This is an optimization exercise on Yosys and OpenROAD, whose aim is small area, a short achievable clock period and few clock cycles per item, not a production implementation. No run shown here included a check of the RTL's function; only the layout flow was run.

## flow/design.v (module list and top-level ports; edited modules follow where they fit)
// module matrix_alu: 2409 lines
module matrix_alu (
    input  logic         Clk,
    input  logic         nReset,
    input  logic         start,
    input  logic [2:0]   opcode,
    input  logic [255:0] operandA,
    input  logic [255:0] operandB,
    output logic [255:0] result,
    output logic         busy,
    output logic         done,
    output logic         err
);
  // ...
==> flow/flow/run.sh <==
#!/bin/bash
# Own layout flow: the standard ORFS flow (standard.sh), with timing
# repair aiming for extra setup slack on the worst paths and single-size
# port buffers.  ORFS keeps each tool's log in orfs/logs; make's own output
# goes to flow_make.log.
set -euo pipefail
export SETUP_SLACK_MARGIN=7.7
export TNS_END_PERCENT=5
export BUFFER_PORTS_ARGS="-buffer_cell sky130_fd_sc_hd__buf_2"
bash standard.sh > flow_make.log 2>&1
==> flow/standard.sh <==
#!/bin/bash
# synth_recipe.tcl (not shown) runs the flow's synth.tcl, then flattens the netlist and writes it again
# the make line also repeats each setting of config.mk as NAME=value (left out here)
make -C /OpenROAD-flow-scripts/flow DESIGN_CONFIG=/design/flow/config.mk WORK_HOME=/design/flow/orfs CLKGATE_MAP_FILE= SYNTH_SCRIPT=/design/flow/synth_recipe.tcl "${@:-finish}"
==> flow/config.mk <==
export PLATFORM = sky130hd
export DESIGN_NAME = matrix_alu
export DESIGN_NICKNAME = matrix_alu
export VERILOG_FILES = /design/flow/design.v
export SDC_FILE = /design/flow/constraint.sdc
export NUM_CORES = 4
export LEC_CHECK = 0
export CAP_MARGIN = 20
export CORE_MARGIN = 2
export CORE_UTILIZATION = 45
export PLACE_DENSITY = 0.55
export SLEW_MARGIN = 20
==> flow/constraint.sdc <==
create_clock -name core_clock -period 12.0 [get_ports {Clk}]
set_input_delay 2.4000 -clock core_clock [delete_from_list [all_inputs] [get_ports {Clk}]]
set_output_delay 2.4000 -clock core_clock [all_outputs]
set_load 0.01 [all_outputs]
==> insert_results.sql, run 1 <==
INSERT INTO impl_metrics (metric_group, metric, value, unit) VALUES
('outcome', 'run_status', 'timing/DRC/antenna clean', ''),
('detailed_routing', 'wl_met2', '164', 'mm'),
('floorplan', 'top_level_ports', '777', ''),
('placement', 'place.detailed.hpwl', '334', 'mm'),
('placement', 'globalplace.congestion', '1.09', ''),
('final_layout', 'layout.cell_area.non_filler', '82000', 'um2'),
('global_routing', 'grt.met2_usage', '69.6', '%'),
('cts', 'cts_buffer_depth', '3', ''),
('final_layout', 'antenna_fix_cells', '50', ''),
('synthesis', 'number_of_enable_type_register_cells_in_the_synthesized_netlist', '0', ''),
('critical_path', 'setup.worst_path.class', 'input port to flop', ''),
('final_layout', 'multi_input_comb_cells', '6151', ''),
('global_routing', 'wire_length_of_the_first_global_routing_pass', '555', 'mm'),
('synthesis', 'postSynthNetCount', '9424', ''),
('worst_hold_path', 'hold_path_startpoint', 'x_q[33]$_DFF_P_', ''),
('synthesis', 'synth-main-ff-cell', 'sky130_fd_sc_hd__dfxtp_1', ''),
('synthesis', 'synth_sequential_area_ratio', '24.7', '%'),
('floorplan', 'start_util', '45.4', '%'),
('global_routing', 'grt.busiest_layer', 'met2', ''),
('critical_path', 'critical-path-slowest-cell', 'sky130_fd_sc_hd__a222oi_1', ''),
('critical_path', 'endpoint_kind', 'flop', ''),
('worst_hold_path', 'min_delay_path_depth', '2', ''),
('critical_path', 'crit_path_start_kind', 'input port', ''),
('synthesis', 'yosysUniqueCellTypes', '87', ''),
('cts', 'cts.sinks', '863', '');
==> run 2: changes to the inputs <==
--- a/flow/design.v
+++ b/flow/design.v
@@ -5,17 +5,17 @@
     input  logic [2:0]   opcode,
     input  logic [255:0] operandA,
     input  logic [255:0] operandB,
     output logic [255:0] result,
     output logic         busy,
     output logic         done,
     output logic         err
 );
-    logic         busy_q, done_q, err_q, scl_q, as_q, sub_q, rv_q;
+    logic         busy_q, done_q, err_q, scl_q, as_q, mul_q, sub_q, rv_q;
     logic [3:0]   cnt_q;
     logic [255:0] r_q, r_d;
     logic [63:0]  xr_d;
     logic [255:0] x_q, x_d;
     wire idle   = !busy_q && !done_q;
     wire accept = start && idle;
     wire op_add = (opcode == 3'd0);
     wire op_sub = (opcode == 3'd1);
@@ -2286,19 +2286,20 @@
     assign u1b_116 = (u1b_52 & u1b_85) | (u1b_84 & (u1b_52 ^ u1b_85));
     wire [15:0] u1b_a = {1'b0, u1b_115, u1b_113, u1b_111, u1b_109, u1b_107, u1b_105, u1b_103, u1b_101, u1b_99, u1b_97, u1b_95, u1b_93, u1b_91, u1b_89, u1b_57};
     wire [15:0] u1b_b = {1'b0, u1b_114, u1b_112, u1b_110, u1b_108, u1b_106, u1b_104, u1b_102, u1b_100, u1b_98, u1b_96, u1b_94, u1b_92, u1b_90, u1b_88, u1b_87};
     wire [15:0] u1b_s = {1'b0, u1b_a[14:0]} + {1'b0, u1b_b[14:0]};
     wire [15:0] dot1 = {u1b_s[15] ^ (u1_p_q[89] ^ u1_p_q[90] ^ u1_p_q[91] ^ u1_p_q[92] ^ u1_p_q[93] ^ u1_p_q[94] ^ u1_p_q[95] ^ u1_p_q[96] ^ u1b_54 ^ u1b_56 ^ u1b_86 ^ u1b_116), u1b_s[14:0]};
     wire sel_a  = accept && !op_bad && !op_trn;
     wire sel_t  = accept && op_trn;
     wire sel_b  = !(accept && (!op_bad || !rv_q));
-    wire s_as   = busy_q && as_q;
-    wire s_scl  = busy_q && !as_q && scl_q;
-    wire s_mul  = busy_q && !as_q && !scl_q;
+    wire s_as   = as_q;
+    wire s_scl  = scl_q;
+    wire s_mul  = mul_q;
+    wire s_run  = as_q || scl_q || mul_q;
     wire s_rot  = (s_scl && !cnt_q[2]) || (s_mul && cnt_q[0]);
     wire s_prd2 = s_scl && !cnt_q[2] && (cnt_q[1:0] != 2'd0);
     wire s_prd3 = s_scl && cnt_q[2];
     wire s_dota = s_mul && cnt_q[0];
     wire s_dotb = s_mul && !cnt_q[0] && (cnt_q != 4'd0);
     wire [15:0] prd [4];
     assign prd[0] = prd0;
     assign prd[1] = prd1;
@@ -2326,17 +2327,17 @@
                     + (x_q[255-16*i -: 16] ^ {16{sub_q}}) + {15'd0, sub_q};
     end
     assign prd0 = as_sum[63:48];
     assign prd1 = as_sum[47:32];
     assign prd2 = as_sum[31:16];
     assign prd3 = as_sum[15:0];
     wire [15:0] s_in = operandB[15:0];
     always_comb begin
-        if (!busy_q) begin
+        if (!s_run) begin
             for (int i = 0; i < 16; i++)
                 x_d[255-16*i -: 16] = (op_scl && (i % 4 < 2)) ? s_in : operandB[255-16*i -: 16];
         end else begin
             for (int r = 0; r < 4; r++) begin
                 x_d[255-64*r -: 16] = x_q[239-64*r -: 16];
                 x_d[239-64*r -: 16] = x_q[255-64*r -: 16];
                 x_d[223-64*r -: 16] = x_q[207-64*r -: 16];
                 x_d[207-64*r -: 16] = x_q[223-64*r -: 16];
@@ -2361,46 +2362,51 @@
         end
         if (accept)
             xr_d = operandA[255:192];
         else if (s_as)
             xr_d = as_sum[255:192];
         else if (s_rot)
             xr_d = r_q[191:128];
         else
-            xr_d = r_q[255:192];
+            xr_d = xr_q;
     end
     always_ff @(posedge Clk) x_q <= x_d;
     always_ff @(posedge Clk) xr_q <= xr_d;
     always_ff @(posedge Clk) r_q <= r_d;
     always_ff @(posedge Clk or negedge nReset) begin
         if (!nReset) begin
             busy_q <= 1'b0;
             done_q <= 1'b0;
             err_q  <= 1'b0;
             scl_q  <= 1'b0;
             as_q   <= 1'b0;
+            mul_q  <= 1'b0;
             sub_q  <= 1'b0;
             cnt_q  <= 4'd0;
             rv_q   <= 1'b0;
         end else begin
             if (accept) begin
                 err_q  <= op_bad;
                 if (!op_bad) rv_q <= 1'b1;
                 scl_q  <= op_scl;
                 as_q   <= op_as;
+                mul_q  <= (opcode == 3'd4);
                 sub_q  <= opcode[0];
                 cnt_q  <= 4'd0;
                 busy_q <= op_run;
                 done_q <= !op_run;
             end else if (busy_q) begin
                 cnt_q <= cnt_q + 4'd1;
                 if (as_q || (scl_q ? (cnt_q == 4'd4) : (cnt_q == 4'd8))) begin
                     busy_q <= 1'b0;
                     done_q <= 1'b1;
+                    as_q   <= 1'b0;
+                    scl_q  <= 1'b0;
+                    mul_q  <= 1'b0;
                 end
             end else begin
                 done_q <= 1'b0;
             end
         end
     end
     assign result = r_q;
     assign busy   = busy_q;
==> flow/flow/run.sh (replaced) <==
#!/bin/bash
# Own layout flow: the standard ORFS flow (standard.sh), with timing
# repair aiming for extra setup slack on the worst paths and single-size
# port buffers.  ORFS keeps each tool's log in orfs/logs; make's own output
# goes to flow_make.log.
set -euo pipefail
export SETUP_SLACK_MARGIN=7.8
export TNS_END_PERCENT=20
export BUFFER_PORTS_ARGS="-buffer_cell sky130_fd_sc_hd__buf_2"
bash standard.sh > flow_make.log 2>&1
==> flow/config.mk (replaced) <==
export PLATFORM = sky130hd
export DESIGN_NAME = matrix_alu
export DESIGN_NICKNAME = matrix_alu
export VERILOG_FILES = /design/flow/design.v
export SDC_FILE = /design/flow/constraint.sdc
export NUM_CORES = 4
export LEC_CHECK = 0
export CAP_MARGIN = 20
export CORE_MARGIN = 2
export CORE_UTILIZATION = 45
export CTS_CLUSTER_DIAMETER = 80
export CTS_CLUSTER_SIZE = 20
export PLACE_DENSITY = 0.55
export SLEW_MARGIN = 20
==> run 2 against run 1 <==
Against the previous run: worst setup slack improved by 0.12 ns; largest cell class unchanged; still clean on timing, DRC and antenna; clock-buffer cell count decreased by 54; synthesized cell count fell by 1.9%; die area is 0.43% higher; wire length is 0.25% lower; first-iteration DRC count is 4.9% higher; critical path depth grew 1; non-clock buffer count is 36 higher; worst hold slack improved by 0.014 ns; critical endpoint is now xr_q[58]$_DFFE_PP_.
==> insert_results.sql, run 2 <==
INSERT INTO impl_metrics (metric_group, metric, value, unit) VALUES
('outcome', 'run_status', 'timing/DRC/antenna clean', ''),
('final_layout', 'layout_commonest_cell', 'sky130_fd_sc_hd__buf_2', ''),
('floorplan', 'area_enclosed_by_the_die_boundary', '160000', 'um2'),
('worst_hold_path', 'min_delay_path_depth', '1', ''),
('final_layout', 'drive_above_1_share', '21.0', '%'),
('sta', 'hold_viol', '0', ''),
('flow_run', 'timing.max_cap.violations', '0', ''),
('critical_path', 'endpoint_kind', 'flop', ''),
('cts', 'h-tree-depth', '3', ''),
('final_layout', 'layout.cell_area.non_filler', '82500', 'um2'),
('critical_path', 'crit_arrival', '4.99', 'ns'),
('cts', 'post_cts_hold_buffer_count', '0', ''),
('synthesis', 'yosysUniqueCellTypes', '95', ''),
('global_routing', 'grt_use_total', '49.9', '%'),
('synthesis', 'post-synth-top-area-cell', 'sky130_fd_sc_hd__dfxtp_1', ''),
('sta', 'rsz_0062_raised_after_global_routing', 'yes', ''),
('synthesis', 'synth_top_cells_by_area', 'sky130_fd_sc_hd__dfxtp_1, sky130_fd_sc_hd__fa_1, sky130_fd_sc_hd__xnor2_1', ''),
('detailed_routing', 'avgRoutedWirePerCell', '39.3', 'um'),
('synthesis', 'mappedNetlistArea', '70500', 'um2'),
('floorplan', 'core_footprint', '156000', 'um2'),
('synthesis', 'postSynthNetCount', '9273', ''),
('placement', 'placement.io_buffers', '776', ''),
('synthesis', 'synth_sequential_area_ratio', '25.5', '%'),
('cts', 'clkSlewWorstSetupHoldPaths', '0.09', 'ns'),
('global_routing', 'first_global_vias', '64100', ''),
('synthesis', 'number_of_enable_type_register_cells_in_the_synthesized_netlist', '64', ''),
('placement', 'place.detailed.hpwl', '321', 'mm'),
('synthesis', 'synth.top_cells.by_count', 'sky130_fd_sc_hd__dfxtp_1, sky130_fd_sc_hd__nand2_1, sky130_fd_sc_hd__a21oi_1', ''),
('final_layout', 'filler_cells_inserted', '14900', ''),
('floorplan', 'floorplan.die.width', '400', 'um'),
('sta', 'max-slew-margin-rel', '8.08', '%'),
('final_layout', 'syn2layout_area_growth', '17.1', '%'),
('critical_path', 'crit_fanout', '50', ''),
('synthesis', 'yosysWarnings', '1', ''),
('critical_path', 'crit_path_start_kind', 'flop', ''),
('detailed_routing', 'postRouteWirelength', '420', 'mm'),
('floorplan', 'top_level_ports', '777', ''),
('detailed_routing', 'vias_per_cell', '6.70', ''),
('final_layout', 'reg.largest.list', 'r_q (256), x_q (256), u1_p_q (97)', ''),
('cts', 'cts_buffer_depth', '3', ''),
('floorplan', 'std_cell_rows', '145', ''),
('placement', 'postPlaceCellArea', '76200', 'um2'),
('sta', 'finalWorstSetupSlack', '7.41', 'ns'),
('synthesis', 'synthMostInstantiatedCell', 'sky130_fd_sc_hd__dfxtp_1', ''),
('sta', 'max_slew.worst_pin.slew', '1.37', 'ns'),
('synthesis', 'synthesized_instance_count', '7923', ''),
('placement', 'place_ws', '6.06', 'ns'),
('critical_path', 'setup.worst_path.class', 'flop to flop', ''),
('synthesis', 'synth-main-ff-cell', 'sky130_fd_sc_hd__dfxtp_1', ''),
('global_routing', 'grt_max_degree', '194', ''),
('detailed_routing', 'detailed_route_via_count', '71600', ''),
('global_routing', 'grt_antenna_before_repair', '69', ''),
('sta', 'final_max_slew_viols', '0', ''),
('worst_hold_path', 'timing.hold.worst.class', 'flop to flop', ''),
('sta', 'min_cycle_time_layout', '4.59', 'ns'),
('cts', 'numCtsBuffers', '77', ''),
('cts', 'ctsRootBufferMaster', 'sky130_fd_sc_hd__clkbuf_16', ''),
('global_routing', 'overflow', '0', ''),
('sta', 'finClkSkew', '0.0716', 'ns'),
('sta', 'max_clock_freq', '218', 'MHz'),
('cts', 'cts.sinks', '864', ''),
('detailed_routing', 'post-route-drc-count', '0', ''),
('placement', 'globalplace.congestion', '1.14', ''),
('synthesis', 'post-synth-top-area-fraction', '22.4', '%'),
('sta', 'whs', '0.477', 'ns'),
('floorplan', 'die_height', '400', 'um'),
('final_layout', 'layout.cells.most_common_list', 'sky130_fd_sc_hd__buf_2, sky130_fd_sc_hd__nand2_1, sky130_fd_sc_hd__dfxtp_1, sky130_fd_sc_hd__a21oi_1, sky130_fd_sc_hd__xnor2_1', ''),
('cts', 'clk-insertion-delay-late', '0.74', 'ns'),
('detailed_routing', 'first_pass_iters', '15', ''),
('critical_path', 'timing.critical_path.required', '12.40', 'ns'),
('sta', 'timing.final.crit_share', '38.3', '%'),
('final_layout', 'finish.net_count', '9889', ''),
('synthesis', 'syn_area_cell', '8.89', 'um2'),
('cts', 'cts_tree', 'yes', ''),
('detailed_routing', 'detail-route-antenna-nets', '0', ''),
('floorplan', 'start_util', '45.2', '%'),
('sta', 'fin_tns_setup', '0', 'ns'),
('detailed_routing', 'drc_marker_count_from_the_first_detailed_route_iteration', '13500', ''),
('synthesis', 'synth-seq-cells', '864', ''),
('synthesis', 'async_set_or_reset_register_ratio_after_synthesis', '1.39', '%'),
('global_routing', 'wire_length_of_the_first_global_routing_pass', '544', 'mm'),
('sta', 'timing.final.setup_violations', '0', ''),
('critical_path', 'r2r_cells', '11', '');
run 2: changes by cell type after synthesis, moves of 36 or more:
| cell | previous run | this run |
|---|---|---|
| sky130_fd_sc_hd__nand2_1 | 974 | 717 |
| sky130_fd_sc_hd__o21ai_0 | 457 | 298 |
| sky130_fd_sc_hd__nor2_1 | 270 | 415 |
| sky130_fd_sc_hd__a21oi_1 | 507 | 636 |
| sky130_fd_sc_hd__dfxtp_1 | 852 | 788 |
| sky130_fd_sc_hd__edfxtp_1 | 0 | 64 |
| sky130_fd_sc_hd__mux2_2 | 145 | 203 |
| sky130_fd_sc_hd__a22oi_1 | 454 | 403 |
| sky130_fd_sc_hd__a222oi_1 | 168 | 213 |
| sky130_fd_sc_hd__buf_1 | 87 | 129 |
| sky130_fd_sc_hd__o211ai_1 | 75 | 39 |
run 2: stage by stage:
step           cells  utilization (%)
2_1_floorplan   7923                -
3_3_place_gp   10400             48.9
3_5_place_dp   10400             48.9
4_1_cts        10600             52.0
5_1_grt        10700             52.9
6_report       10700             53.0
run 2: cell type report:
class | count | area [um2] | area share (%)
multi-input cells | 6011 | 49900 | 60.5
flip-flops and latches | 864 | 18200 | 22.1
repair buffers | 1113 | 7230 | 8.76
well taps | 2058 | 2570 | 3.12
clock buffers | 90 | 2060 | 2.50
inverters | 472 | 1790 | 2.17
clock inverters | 50 | 614 | 0.744
diodes | 37 | 92.6 | 0.112
run 2: cell families (layout without fill, tap and decap cells):
| family | count (synthesis) | in the layout | share of synthesized area, % |
|---|---|---|---|
| adders and majority gates | 832 | 832 | 19.5 |
| AOI/OAI and AO/OA | 2086 | 2086 | 20.2 |
| xor gates and xnor gates | 1126 | 1126 | 14.1 |
| muxes | 253 | 253 | 3.98 |
| and+or+nand+nor | 1713 | 1714 | 11.0 |
| DFF | 864 | 864 | 25.5 |
| other | 0 | 37 | 0 |
| buffers and inverters | 1049 | 1725 | 5.74 |
run 2: repair_timing:
item | CTS | global route
setup endpoints to repair | 337 | 262
pin swaps | 32 | 51
gates resized for setup | 308 | 170
gates cloned | 12 | 12
buffers inserted | 81 | 59
run 2: layer usage:
metal,track usage (%),share of wire [%],routed length [um],up-vias
li1,-,-,-,29100
met1,62.7,36,151000,35200
met2,67.9,39,162000,5955
met3,17.1,15,61400,1349
met4,42.4,11,45100,34
met5,0.696,0.11,474,-
run 2: worst paths after layout:
check / startpoint / to / slack [ns]
hold / removal: rv_q$_DFFE_PN0P_ / rv_q$_DFFE_PN0P_ / 0.48
min in group asynchronous: nReset / done_q$_DFFE_PN0P_ / 1.56
hold reg to reg: rv_q$_DFFE_PN0P_ / rv_q$_DFFE_PN0P_ / 0.48
setup reg to reg: sub_q$_DFFE_PN0P_ / xr_q[58]$_DFFE_PP_ / 7.41
setup / recovery: sub_q$_DFFE_PN0P_ / xr_q[58]$_DFFE_PP_ / 7.41
max in group asynchronous: nReset / scl_q$_DFFE_PN0P_ / 10.16
run 2: critical path, stage by stage (launching register included):
cell and delay (ns):
sky130_fd_sc_hd__dfrtp_4 0.68, sky130_fd_sc_hd__buf_16 0.40, sky130_fd_sc_hd__xor2_1 0.28, sky130_fd_sc_hd__ha_1 0.34, sky130_fd_sc_hd__nor2b_1 0.15, sky130_fd_sc_hd__o21ai_0 0.24
sky130_fd_sc_hd__a21oi_1 0.15, sky130_fd_sc_hd__or4_1 0.46, sky130_fd_sc_hd__nand3_1 0.18, sky130_fd_sc_hd__and3_1 0.17, sky130_fd_sc_hd__o21ai_0 0.24, sky130_fd_sc_hd__a31oi_1 0.93
==> run 3: changes to the inputs <==
--- a/flow/flow/run.sh
+++ b/flow/flow/run.sh
@@ -4,7 +4,7 @@
 # port buffers.  ORFS keeps each tool's log in orfs/logs; make's own output
 # goes to flow_make.log.
 set -euo pipefail
-export SETUP_SLACK_MARGIN=7.8
-export TNS_END_PERCENT=20
+export SETUP_SLACK_MARGIN=7.7
+export TNS_END_PERCENT=5
 export BUFFER_PORTS_ARGS="-buffer_cell sky130_fd_sc_hd__buf_2"
 bash standard.sh > flow_make.log 2>&1
==> run 3 against run 2 <==
Against the previous run: still clean; die area unchanged; worst hold slack improved by 0.0063 ns; critical endpoint is now xr_q[62]$_DFFE_PP_.
==> insert_results.sql, run 3 <==
INSERT INTO impl_metrics (metric_group, metric, value, unit) VALUES
('outcome', 'run_status', 'timing/DRC/antenna clean', ''),
('critical_path', 'critical_path.reg2reg.startpoint', 'sub_q$_DFFE_PN0P_', ''),
('placement', 'globalplace.congestion', '1.14', ''),
('floorplan', 'floorplan.die.width', '400', 'um'),
('synthesis', 'synth_top_cells_by_area', 'sky130_fd_sc_hd__dfxtp_1, sky130_fd_sc_hd__fa_1, sky130_fd_sc_hd__xnor2_1', ''),
('final_layout', 'syn2layout_area_growth', '15.0', '%'),
('critical_path', 'largest_stage_delay_on_the_critical_path', '0.59', 'ns'),
('final_layout', 'regArea', '18100', 'um2'),
('synthesis', 'synthesized_instance_count', '7923', ''),
('detailed_routing', 'vias_per_cell', '6.61', ''),
('critical_path', 'critical_path.cell_chain', 'buf_6, xor2_1, ha_1, o21ai_0, a21oi_1, or4_1, nand3_1, a21oi_1, mux2i_1, nor4_1, a21oi_1', ''),
('synthesis', 'post-synth-top-area-cell', 'sky130_fd_sc_hd__dfxtp_1', ''),
('synthesis', 'synth_sequential_area_ratio', '25.5', '%'),
('worst_hold_path', 'hold_path_startpoint', 'rv_q$_DFFE_PN0P_', ''),
('final_layout', 'layout.cell_area.non_filler', '81100', 'um2'),
('sta', 'fin_tns_setup', '0', 'ns'),
('critical_path', 'endpoint_kind', 'flop', ''),
('global_routing', 'wire_length_of_the_first_global_routing_pass', '551', 'mm'),
('sta', 'timing.final.setup_violations', '0', ''),
('sta', 'final_max_slew_viols', '0', ''),
('final_layout', 'reg.largest.list', 'r_q (256), x_q (256), u1_p_q (97)', ''),
('placement', 'place_ws', '6.09', 'ns'),
('sta', 'max_clock_freq', '220', 'MHz'),
('cts', 'numCtsBuffers', '78', ''),
('placement', 'postPlaceCellArea', '76300', 'um2'),
('floorplan', 'area_enclosed_by_the_die_boundary', '160000', 'um2'),
('floorplan', 'start_util', '45.2', '%'),
('sta', 'min_cycle_time_layout', '4.54', 'ns'),
('global_routing', 'first_global_vias', '64400', ''),
('critical_path', 'crit-reg2reg-capture', 'xr_q[62]$_DFFE_PP_', ''),
('sta', 'whs', '0.483', 'ns'),
('floorplan', 'top_level_ports', '777', ''),
('cts', 'cts.sinks', '864', ''),
('critical_path', 'crit_fanout', '35', ''),
('global_routing', 'grt_util_met3', '18.4', '%'),
('sta', 'timing.final.crit_share', '37.8', '%'),
('global_routing', 'grt.busiest_layer', 'met2', ''),
('final_layout', 'area_of_the_multi_input_gates', '49400', 'um2'),
('detailed_routing', 'postRouteWirelength', '420', 'mm'),
('synthesis', 'async_set_or_reset_register_ratio_after_synthesis', '1.39', '%'),
('floorplan', 'core_footprint', '156000', 'um2'),
('cts', 'clkSlewWorstSetupHoldPaths', '0.08', 'ns'),
('critical_path', 'critical-path-slowest-cell', 'sky130_fd_sc_hd__nor4_1', ''),
('synthesis', 'yosysWarnings', '1', ''),
('critical_path', 'r2r_cells', '11', ''),
('synthesis', 'postSynthNetCount', '9273', ''),
('final_layout', 'stdcell_count', '10600', ''),
('sta', 'max-slew-margin-rel', '8.48', '%'),
('synthesis', 'synthMostInstantiatedCell', 'sky130_fd_sc_hd__dfxtp_1', ''),
('floorplan', 'std_cell_rows', '145', ''),
('detailed_routing', 'detail-route-antenna-nets', '0', ''),
('synthesis', 'number_of_enable_type_register_cells_in_the_synthesized_netlist', '64', ''),
('final_layout', 'layout.cells.most_common_list', 'sky130_fd_sc_hd__buf_2, sky130_fd_sc_hd__dfxtp_1, sky130_fd_sc_hd__nand2_1, sky130_fd_sc_hd__a21oi_1, sky130_fd_sc_hd__xnor2_1', ''),
('cts', 'cts_buffer_depth', '3', ''),
('critical_path', 'crit_arrival', '4.90', 'ns'),
('detailed_routing', 'avgRoutedWirePerCell', '39.6', 'um'),
('worst_hold_path', 'min_to', 'rv_q$_DFFE_PN0P_', ''),
('cts', 'h-tree-depth', '3', ''),
('global_routing', 'grt_max_degree', '140', ''),
('sta', 'hold_viol', '0', ''),
('worst_hold_path', 'min_delay_path_depth', '1', ''),
('final_layout', 'filler_cells_inserted', '14700', ''),
('critical_path', 'crit_path_start_kind', 'flop', ''),
('sta', 'max_slew.worst_pin.slew', '1.37', 'ns'),
('global_routing', 'gr-usage-met1', '61.7', '%'),
('cts', 'clk-insertion-delay-late', '0.77', 'ns'),
('synthesis', 'post-synth-top-area-fraction', '22.4', '%'),
('synthesis', 'yosysUniqueCellTypes', '95', ''),
('global_routing', 'overflow', '0', ''),
('critical_path', 'timing.critical_path.required', '12.36', 'ns'),
('worst_hold_path', 'timing.hold.worst.class', 'flop to flop', ''),
('global_routing', 'grt.met2_usage', '71.1', '%'),
('detailed_routing', 'drc_marker_count_from_the_first_detailed_route_iteration', '12300', ''),
('detailed_routing', 'detailed_route_via_count', '70200', ''),
('critical_path', 'setup.worst_path.class', 'flop to flop', ''),
('synthesis', 'mappedNetlistArea', '70500', 'um2'),
('final_layout', 'layout_commonest_cell', 'sky130_fd_sc_hd__buf_2', ''),
('final_layout', 'finish.net_count', '9812', ''),
('final_layout', 'drive_above_1_share', '19.2', '%'),
('placement', 'dp_cells', '10400', ''),
('critical_path', 'crit_path_start', 'sub_q$_DFFE_PN0P_', ''),
('flow_run', 'timing.max_cap.violations', '0', ''),
('synthesis', 'synth.top_cells.by_count', 'sky130_fd_sc_hd__dfxtp_1, sky130_fd_sc_hd__nand2_1, sky130_fd_sc_hd__a21oi_1', ''),
('global_routing', 'grt_use_total', '50.7', '%'),
('global_routing', 'grt_antenna_before_repair', '64', ''),
('critical_path', 'rrSetupSlack', '7.46', 'ns'),
('sta', 'rsz_0062_raised_after_global_routing', 'yes', ''),
('detailed_routing', 'post-route-drc-count', '0', ''),
('sta', 'finalWorstSetupSlack', '7.46', 'ns'),
('critical_path', 'path_common_cell', 'sky130_fd_sc_hd__a21oi_1', ''),
('sta', 'finClkSkew', '0.0435', 'ns'),
('detailed_routing', 'first_pass_iters', '14', ''),
('synthesis', 'synth-seq-cells', '864', ''),
('cts', 'cts_tree', 'yes', ''),
('floorplan', 'die_height', '400', 'um'),
('cts', 'ctsRootBufferMaster', 'sky130_fd_sc_hd__clkbuf_16', ''),
('synthesis', 'syn_area_cell', '8.89', 'um2'),
('synthesis', 'synth-main-ff-cell', 'sky130_fd_sc_hd__dfxtp_1', ''),
('placement', 'place.detailed.hpwl', '334', 'mm'),
('placement', 'placement.io_buffers', '776', '');
-- run 3: through the flow --
step / util [%]
3_5_place_dp: 49.0
5_1_grt: 52.0
2_1_floorplan: -
6_report: 52.0
4_1_cts: 51.3
3_3_place_gp: 49.0
-- run 3: worst max path at each step --
stage                    endpoint  slack (ns)  cells after the start
6_report       xr_q[62]$_DFFE_PP_        7.46                     11
2_1_floorplan  u0_m_q[89]$_DFF_P_        7.74                     14
3_3_place_gp     r_q[118]$_DFF_P_        6.08                     12
3_5_place_dp     r_q[124]$_DFF_P_        6.09                     10
5_1_grt           r_q[15]$_DFF_P_        7.50                     17
4_1_cts        u1_p_q[96]$_DFF_P_        7.47                     13
-- run 3: cell type report --
| cell class | count | area share, % |
|---|---|---|
| Antenna cell | 39 | 0.120 |
| Sequential cell | 864 | 22.4 |
| Multi-Input combinational cell | 6012 | 60.9 |
| Clock inverter | 51 | 0.767 |
| Tap cell | 2058 | 3.18 |
| Inverter | 472 | 2.20 |
| Timing Repair Buffer | 1034 | 7.89 |
| Clock buffer | 92 | 2.59 |
-- run 3: repair_timing --
item                                    CTS  global route
hold endpoints to repair                  0             0
resized for setup                       144           163
gates cloned                              6             7
endpoints found under the setup margin  337           200
pin swaps                                20            15
hold buffers                              0             0
buffers inserted                         17            37
-- run 3: logic make-up after synthesis --
logic type / Yosys count / synth area share [%]
adder cells (fa/ha/maj): 832 / 19.5
XOR/XNOR: 1126 / 14.1
multiplexers: 253 / 3.98
AO/OA/AOI/OAI: 2086 / 20.2
flip-flops: 864 / 25.5
AND/OR/NAND/NOR: 1713 / 11.0
buffers and inverters: 1049 / 5.74
-- run 3: critical path: cells and delay by family (launching register included) --
kind | cells | cell delay [ns]
buffers and inverters | 1 | 0.43
xor gates and xnor gates | 1 | 0.43
AOI/OAI and AO/OA | 4 | 0.90
adders and majority gates | 1 | 0.34
and+or+nand+nor | 3 | 1.24
DFF | 1 | 0.58
muxes | 1 | 0.15
-- run 3: layer usage --
layer  wire (um)  vias up  part of all wire, %
met5         162        -                0.039
met4       44700       24                   11
met3       56700     1306                   13
met2      167000     5549                   40
met1      152000    34400                   36
li1            -    28900                    -

what the ideal ports hide:
How much do the figures lean on ideal ports? The routed layouts below were timed once more, with nothing changed but the port constraints.
Step 1 assumes that a clkbuf_16 drives the clock port and a buf_2 every other input.
Step 2 moves the port delays by t, midway between the first and last clock arrival at a register: inputs arrive t later, outputs are due t later. That takes back most of the time a late clock gives input paths.
Slacks: no drivers / after step 1 / after step 2; pairs: no drivers / after step 1.
run | t, ns | slack for setup (ns) | hold WS [ns] | clock arrival spread, ns | worst register clock-pin slew, ns
run 1 | 0.839 | 7.291 / 7.321 / 6.525 | 0.463 / 0.463 / 0.463 | 0.038 / 0.037 | 0.07 / 0.07
run 2 | 0.801 | 7.408 / 7.408 / 6.961 | 0.477 / 0.477 / 0.477 | 0.072 / 0.072 | 0.10 / 0.10
run 3 | 0.839 | 7.462 / 7.462 / 6.885 | 0.483 / 0.483 / 0.483 | 0.044 / 0.044 | 0.09 / 0.09
After both steps every run listed still meets setup and hold. The setup slack of run 1, which loses most, moves by +0.030 ns with the drivers and by -0.766 ns with both steps.
